This is an optimization exercise on Yosys and OpenROAD, whose aim is small area, not a production implementation.
Function was checked by simulation only, so behaviour that the tests miss may differ from the original. The clock port is modelled as an ideal driver; clocking choices that lean on that would not hold on a real chip.

==> delta: inputs <==
==> flow/design.v <==
package daq_pkg;
    parameter int DEFAULT_N_CH   = 16;
    parameter int DEFAULT_WINDOW = 64;
    typedef enum logic [1:0] {
        STAND_BY = 2'd0,
        READING  = 2'd1,
        WAITING  = 2'd2
    } readout_state_e;
endpackage
module pulse_lane
#(
    parameter int WINDOW = daq_pkg::DEFAULT_WINDOW           
) (
    input  logic              clk,
    input  logic              rst,
    input  logic              pulse_n,              
    output logic [WINDOW-1:0] window_n              
);
    logic    sync_meta;                             
    logic    sync_q;                                
    logic    prev_q;                                
    logic    rise_n;                                
    always_ff @(posedge clk) begin
        if (rst) begin
            sync_meta <= 1'b0;
        end else begin
            sync_meta <= ~pulse_n;
        end
    end
    always_ff @(posedge clk) begin
        sync_q <= sync_meta;
        prev_q <= sync_q;
    end
    assign rise_n = ~(sync_q & ~prev_q);
    logic [WINDOW:0] hist_n;
    always_ff @(posedge clk) begin
        hist_n <= {rise_n, hist_n[WINDOW:1]};
    end
    assign window_n = hist_n[WINDOW-1:0];
endmodule
module event_readout
#(
    parameter int N_CH   = daq_pkg::DEFAULT_N_CH,            
    parameter int WINDOW = daq_pkg::DEFAULT_WINDOW           
) (
    input  logic                         clk,
    input  logic                         rst,
    input  logic [N_CH-1:0][WINDOW-1:0]  windows_n,     
    input  logic                         trig_thresh,   
    input  logic                         event_saved,   
    output logic [N_CH-1:0][WINDOW-1:0]  evento         
);
    logic reading_q;                                
    logic waiting_q;                                
    logic show_q;                                   
    always_ff @(posedge clk) begin
        if (rst) begin
            reading_q <= 1'b0;
            waiting_q <= 1'b0;
            show_q    <= 1'b0;
        end else begin
            reading_q <= ~reading_q & ~waiting_q & trig_thresh;
            waiting_q <= reading_q | (waiting_q & ~event_saved);
            show_q    <= reading_q;
        end
    end
    localparam logic [6:0] AGE0 = 7'(127 - (WINDOW + 2));
    logic [6:0] age_q;
    always_ff @(posedge clk) begin
        if (rst) begin
            age_q <= AGE0;
        end else if (age_q != 7'h7f) begin
            age_q <= age_q + 1'b1;
        end
    end
    logic       shown;                              
    logic [2:0] age_hi, age_lo;
    logic [7:0] hi_gt;                              
    logic [7:0] hi_eq;                              
    logic [7:0] lo_ge;                              
    assign shown  = show_q & age_q[6];
    assign age_hi = age_q[5:3];
    assign age_lo = age_q[2:0];
    for (genvar i = 0; i < 8; i++) begin : dec_g
        assign hi_gt[i] = shown & (age_hi > 3'(i));
        assign hi_eq[i] = shown & (age_hi == 3'(i));
        assign lo_ge[i] = (age_lo >= 3'(i));
    end
    logic [WINDOW-1:0] show_n;                      
    for (genvar k = 0; k < WINDOW; k++) begin : pos_g
        localparam int T = 63 - k;                  
        assign show_n[k] = ~(hi_gt[T / 8] | (hi_eq[T / 8] & lo_ge[T % 8]));
    end
    event_gate #(
        .N_CH   (N_CH),
        .WINDOW (WINDOW)
    ) gate0 (
        .show_n    (show_n),
        .windows_n (windows_n),
        .evento    (evento)
    );
endmodule
module event_gate
#(
    parameter int N_CH   = daq_pkg::DEFAULT_N_CH,
    parameter int WINDOW = daq_pkg::DEFAULT_WINDOW
) (
    input  logic [WINDOW-1:0]            show_n,
    input  logic [N_CH-1:0][WINDOW-1:0]  windows_n,
    output logic [N_CH-1:0][WINDOW-1:0]  evento
);
    for (genvar c = 0; c < N_CH; c++) begin : ch_g
        assign evento[c] = ~(show_n | windows_n[c]);
    end
endmodule
module pulse_sampler
#(
    parameter int N_CH   = daq_pkg::DEFAULT_N_CH,            
    parameter int WINDOW = daq_pkg::DEFAULT_WINDOW           
) (
    input  logic                         clk,
    input  logic                         rst,
    input  logic [N_CH-1:0]              ch_n,           
    input  logic                         trig_thresh,    
    input  logic                         event_saved,    
    output logic [N_CH*WINDOW-1:0]       evento          
);
    logic [N_CH-1:0][WINDOW-1:0] windows_n;
    for (genvar i = 0; i < N_CH; i++) begin : lane_g
        pulse_lane #(
            .WINDOW (WINDOW)
        ) lane (
            .clk      (clk),
            .rst      (rst),
            .pulse_n  (ch_n[i]),
            .window_n (windows_n[i])
        );
    end
    event_readout #(
        .N_CH   (N_CH),
        .WINDOW (WINDOW)
    ) readout0 (
        .clk         (clk),
        .rst         (rst),
        .windows_n   (windows_n),
        .trig_thresh (trig_thresh),
        .event_saved (event_saved),
        .evento      (evento)
    );
endmodule
==> flow/flow/run.sh <==
#!/bin/bash
# Standard ORFS layout, with the smallest buffer on the ports, logic back at
# its smallest drive after synthesis, ports in a fixed order and a lighter
# clock tree.
set -euo pipefail
here=$(cd "$(dirname "$0")" && pwd)
export BUFFER_PORTS_ARGS="-buffer_cell sky130_fd_sc_hd__buf_1"
export POST_FLOORPLAN_TCL="$here/post_floorplan.tcl"
export CTS_ARGS="-sink_clustering_enable -repair_clock_nets -dont_use_dummy_load $(cat "$here/cts_args.txt")"
bash standard.sh finish > flow_make.log 2>&1
==> flow/flow/cts_args.txt <==
-sink_clustering_size 35 -sink_clustering_max_diameter 80
==> flow/flow/downsize.tcl <==
# Put logic cells back to their smallest drive after synthesis; the resizer
# upsizes again wherever slew, capacitance or timing needs it.
set db [ord::get_db]
set block [[$db getChip] getBlock]
set swapped 0
foreach inst [$block getInsts] {
  set m [[$inst getMaster] getName]
  if {[regexp {^(sky130_fd_sc_hd__(nor2|nand2|inv|a21oi|o21ai|nand3|nor3|nand4|nor4|a31oi|o31ai|a211oi|o211ai))_([0-9]+)$} $m -> base t n] && $n > 1} {
    set new [$db findMaster ${base}_1]
    if {$new ne "NULL"} {
      $inst swapMaster $new
      incr swapped
    }
  }
}
puts "downsize: swapped $swapped cells to drive 1"
==> flow/flow/pins.tcl <==
# Ports around the die in a fixed order: the four control inputs, the
# channel inputs, then the event bits by window stage (stage 63 first), all
# 16 channels of a stage side by side. Each stage's show line then stays
# local, and each channel's window chain runs once around the die.
set block [ord::get_db_block]
set die [$block getDieArea]
set W [ord::dbu_to_microns [$die xMax]]
set H [ord::dbu_to_microns [$die yMax]]

set pins [list clk rst trig_thresh event_saved]
for {set c 0} {$c < 16} {incr c} { lappend pins "ch_n\[$c\]" }
for {set k 63} {$k >= 0} {incr k -1} {
  for {set c 0} {$c < 16} {incr c} { lappend pins "evento\[[expr {$c * 64 + $k}]\]" }
}

set n [llength $pins]
set margin 6.0
set per_edge [expr {int(ceil($n / 4.0))}]

proc snap {v off pitch} { return [expr {$off + $pitch * round(($v - $off) / $pitch)}] }

set i 0
foreach p $pins {
  set edge [expr {$i / $per_edge}]
  set j [expr {$i % $per_edge}]
  if {$edge == 0 || $edge == 2} { set len $W } else { set len $H }
  set step [expr {($len - 2 * $margin) / $per_edge}]
  set d [expr {$margin + ($j + 0.5) * $step}]
  switch $edge {
    0 { set x [snap $d 0.23 0.46];              set y 0;  set l met2 }
    1 { set x $W; set y [snap $d 0.34 0.68];              set l met3 }
    2 { set x [snap [expr {$W - $d}] 0.23 0.46]; set y $H; set l met2 }
    3 { set x 0;  set y [snap [expr {$H - $d}] 0.34 0.68]; set l met3 }
  }
  place_pin -pin_name $p -layer $l -location [list $x $y] -force_to_die_boundary
  incr i
}
puts "pins: placed $n ports"
==> flow/flow/post_floorplan.tcl <==
set here [file dirname [info script]]
source [file join $here downsize.tcl]
source [file join $here pins.tcl]
==> flow/standard.sh <==
#!/bin/bash
# synth_recipe.tcl (not shown) runs the flow's synth.tcl, then flattens the netlist and writes it again
# the make line also repeats each setting of config.mk as NAME=value (left out here)
make -C /OpenROAD-flow-scripts/flow DESIGN_CONFIG=/design/flow/config.mk WORK_HOME=/design/flow/orfs CLKGATE_MAP_FILE= SYNTH_SCRIPT=/design/flow/synth_recipe.tcl "${@:-finish}"
==> flow/config.mk <==
export PLATFORM = sky130hd
export DESIGN_NAME = pulse_sampler
export DESIGN_NICKNAME = pulse_sampler
export VERILOG_FILES = /design/flow/design.v
export SDC_FILE = /design/flow/constraint.sdc
export NUM_CORES = 4
export LEC_CHECK = 0
export ABC_AREA = 1
export CAP_MARGIN = 20
export CORE_AREA = 8 8 442 442
export DIE_AREA = 0 0 450 450
export PLACE_DENSITY = 0.6
export SLEW_MARGIN = 20
export SYNTH_HIERARCHICAL = 1
export SYNTH_MINIMUM_KEEP_SIZE = 0
==> flow/constraint.sdc <==
create_clock -name core_clock -period 5.0 [get_ports {clk}]
set_input_delay 1.0000 -clock core_clock [delete_from_list [all_inputs] [get_ports {clk}]]
set_output_delay 1.0000 -clock core_clock [all_outputs]
set_load 0.01 [all_outputs]
==> juniper: changes against delta <==
==> flow/flow/run.sh (replaced) <==
#!/bin/bash
# Standard ORFS layout, with the smallest buffer on the ports, logic back at
# its smallest drive after synthesis, and a lighter clock tree.
set -euo pipefail
here=$(cd "$(dirname "$0")" && pwd)
export BUFFER_PORTS_ARGS="-buffer_cell sky130_fd_sc_hd__buf_1"
export POST_FLOORPLAN_TCL="$here/downsize.tcl"
export CTS_ARGS="-sink_clustering_enable -repair_clock_nets -dont_use_dummy_load $(cat "$here/cts_args.txt")"
bash standard.sh finish > flow_make.log 2>&1
==> flow/flow/cts_args.txt (replaced) <==
-buf_list {sky130_fd_sc_hd__clkbuf_8 sky130_fd_sc_hd__clkbuf_16} -sink_clustering_size 20 -sink_clustering_max_diameter 50
- CORE_AREA: 8 8 442 442 -> not set
- CORE_MARGIN: not set -> 2
- CORE_UTILIZATION: not set -> 20
- DIE_AREA: 0 0 450 450 -> not set
removed: flow/flow/pins.tcl
removed: flow/flow/post_floorplan.tcl
==> onyx: changes against delta <==
--- a/flow/design.v
+++ b/flow/design.v
@@ -66,8 +66,8 @@
     end
-    localparam logic [6:0] AGE0 = 7'(127 - (WINDOW + 2));
-    logic [6:0] age_q;
+    localparam int AW = 7;                        
+    logic [AW-1:0] age_q;
     always_ff @(posedge clk) begin
         if (rst) begin
-            age_q <= AGE0;
-        end else if (age_q != 7'h7f) begin
+            age_q <= '0;
+        end else if (age_q != {AW{1'b1}}) begin
             age_q <= age_q + 1'b1;
@@ -75,40 +75,8 @@
     end
-    logic       shown;                              
-    logic [2:0] age_hi, age_lo;
-    logic [7:0] hi_gt;                              
-    logic [7:0] hi_eq;                              
-    logic [7:0] lo_ge;                              
-    assign shown  = show_q & age_q[6];
-    assign age_hi = age_q[5:3];
-    assign age_lo = age_q[2:0];
-    for (genvar i = 0; i < 8; i++) begin : dec_g
-        assign hi_gt[i] = shown & (age_hi > 3'(i));
-        assign hi_eq[i] = shown & (age_hi == 3'(i));
-        assign lo_ge[i] = (age_lo >= 3'(i));
-    end
-    logic [WINDOW-1:0] show_n;                      
+    logic [WINDOW-1:0] show_k;
     for (genvar k = 0; k < WINDOW; k++) begin : pos_g
-        localparam int T = 63 - k;                  
-        assign show_n[k] = ~(hi_gt[T / 8] | (hi_eq[T / 8] & lo_ge[T % 8]));
-    end
-    event_gate #(
-        .N_CH   (N_CH),
-        .WINDOW (WINDOW)
-    ) gate0 (
-        .show_n    (show_n),
-        .windows_n (windows_n),
-        .evento    (evento)
-    );
-endmodule
-module event_gate
-#(
-    parameter int N_CH   = daq_pkg::DEFAULT_N_CH,
-    parameter int WINDOW = daq_pkg::DEFAULT_WINDOW
-) (
-    input  logic [WINDOW-1:0]            show_n,
-    input  logic [N_CH-1:0][WINDOW-1:0]  windows_n,
-    output logic [N_CH-1:0][WINDOW-1:0]  evento
-);
-    for (genvar c = 0; c < N_CH; c++) begin : ch_g
-        assign evento[c] = ~(show_n | windows_n[c]);
+        assign show_k[k] = show_q & (age_q >= AW'(WINDOW + 2 - k));
+        for (genvar c = 0; c < N_CH; c++) begin : ch_g
+            assign evento[c][k] = show_k[k] & ~windows_n[c][k];
+        end
     end
==> flow/run.sh (new file) <==
#!/bin/bash
# synth_recipe.tcl (not shown) runs the flow's synth.tcl, then flattens the netlist and writes it again
# the make line also repeats each setting of config.mk as NAME=value (left out here)
make -C /OpenROAD-flow-scripts/flow DESIGN_CONFIG=/design/flow/config.mk WORK_HOME=/design/flow/orfs CLKGATE_MAP_FILE= SYNTH_SCRIPT=/design/flow/synth_recipe.tcl finish
- CORE_AREA: 8 8 442 442 -> not set
- CORE_MARGIN: not set -> 2
- CORE_UTILIZATION: not set -> 20
- DIE_AREA: 0 0 450 450 -> not set
- SYNTH_HIERARCHICAL: 1 -> not set
- SYNTH_MINIMUM_KEEP_SIZE: 0 -> not set
removed: flow/flow/run.sh
removed: flow/flow/cts_args.txt
removed: flow/flow/downsize.tcl
removed: flow/flow/pins.tcl
removed: flow/flow/post_floorplan.tcl
removed: flow/standard.sh
==> metrics.sh <==
DRT_ITER0_MARKERS=1076
AREA_FRACTION_IN_COMPOUND_GATES_AFTER_SYNTHESIS_PCT=0.743
WORST-R2R-CELL-COUNT=5
STATUS='finished clean'
MULTI_INPUT_AREA_SHARE_PCT=13.1
GP_ROUTABILITY_CONGESTION=0.854
ROUTED-VIA-COUNT=18800
SHARE_OF_CELL_AREA_TAKEN_BY_FLIP_FLOPS_AND_LATCHES_PCT=62.4
POSTLAYOUTSETUPSLACKWORST_PS=468
WL_MET1_UM=41600
RR_STARTPOINT='readout0.age_q[4]'
FOOTPRINT_OF_THE_MULTI_INPUT_GATES_UM2=4600
POST_SYNTH_AND_OR_NAND_NOR_AREA_FRACTION_PCT=13.1
ANTENNA-DIODE-COUNT=2
CORE.ROWCOUNT=159
DIE-AREA_UM2=203000
GLOBAL_ROUTE.USAGE.MET2_PCT=15.1
WORST_CLK_SKEW_PS=72.6
the above is filed under delta

==> metrics.sh <==
CHIPHEIGHT_UM=379
POSTLAYOUTSETUPSLACKWORST_PS=295
MULTI_INPUT_AREA_SHARE_PCT=12.3
DIE-AREA_UM2=144000
STATUS='finished clean'
ANTENNA-DIODE-COUNT=7
RR_STARTPOINT='readout0.age_q[0]'
DRT_ITER0_MARKERS=1138
TOTAL_POWER_mW=17.9
WORST-R2R-CELL-COUNT=6
AREA_FRACTION_IN_COMPOUND_GATES_AFTER_SYNTHESIS_PCT=3.81
POST_SYNTH_XOR_AREA_FRACTION_PCT=0
WORST_CLK_SKEW_PS=35.3
ROUTED-VIA-COUNT=21700
WL_MET1_UM=49000
H_TREE_DEPTH=3
CORE.ROWCOUNT=137
the above is filed under onyx

==> metrics.sh <==
WL_MET1_UM=52500
DIE-AREA_UM2=186000
WORST-R2R-CELL-COUNT=5
GLOBAL_ROUTE.USAGE.MET2_PCT=22.8
RR_STARTPOINT='readout0.age_q[2]'
ROUTED-VIA-COUNT=20500
GP_ROUTABILITY_CONGESTION=0.971
POSTLAYOUTSETUPSLACKWORST_PS=356
POST_SYNTH_AND_OR_NAND_NOR_AREA_FRACTION_PCT=13.1
AREA_FRACTION_IN_COMPOUND_GATES_AFTER_SYNTHESIS_PCT=0.743
STATUS='finished clean'
MULTI_INPUT_AREA_SHARE_PCT=12.7
DRT_ITER0_MARKERS=1194
FOOTPRINT_OF_THE_MULTI_INPUT_GATES_UM2=4740
the above is filed under juniper

## re-timing with driven ports
The flow's constraints put no driver on any port. The routed layouts listed below were extracted and timed again, unchanged, in two steps. Step 1 assumes that a clkbuf_16 drives the clock port and a buf_2 every other input. Step 2 adds t to the input delays and takes it off the output delays; t is the mean of the earliest and latest rising clock arrival at the registers after step 1. Input paths then give back, and output paths get back, about the clock's delay inside the block. a / b / c = ideal ports / drivers / drivers and shift; a / b = the first two.
run	t (ns)	slack for setup (ns)	latest minus earliest clock arrival (ns)	worst data-port slew with drivers (ns)
delta	0.708	0.468 / 0.393 / 1.101	0.077 / 0.078	0.11
juniper	0.757	0.356 / 0.283 / 1.040	0.110 / 0.111	0.06
onyx	0.780	0.295 / 0.215 / 0.994	0.051 / 0.051	0.15
After both steps every run listed still meets setup and hold.
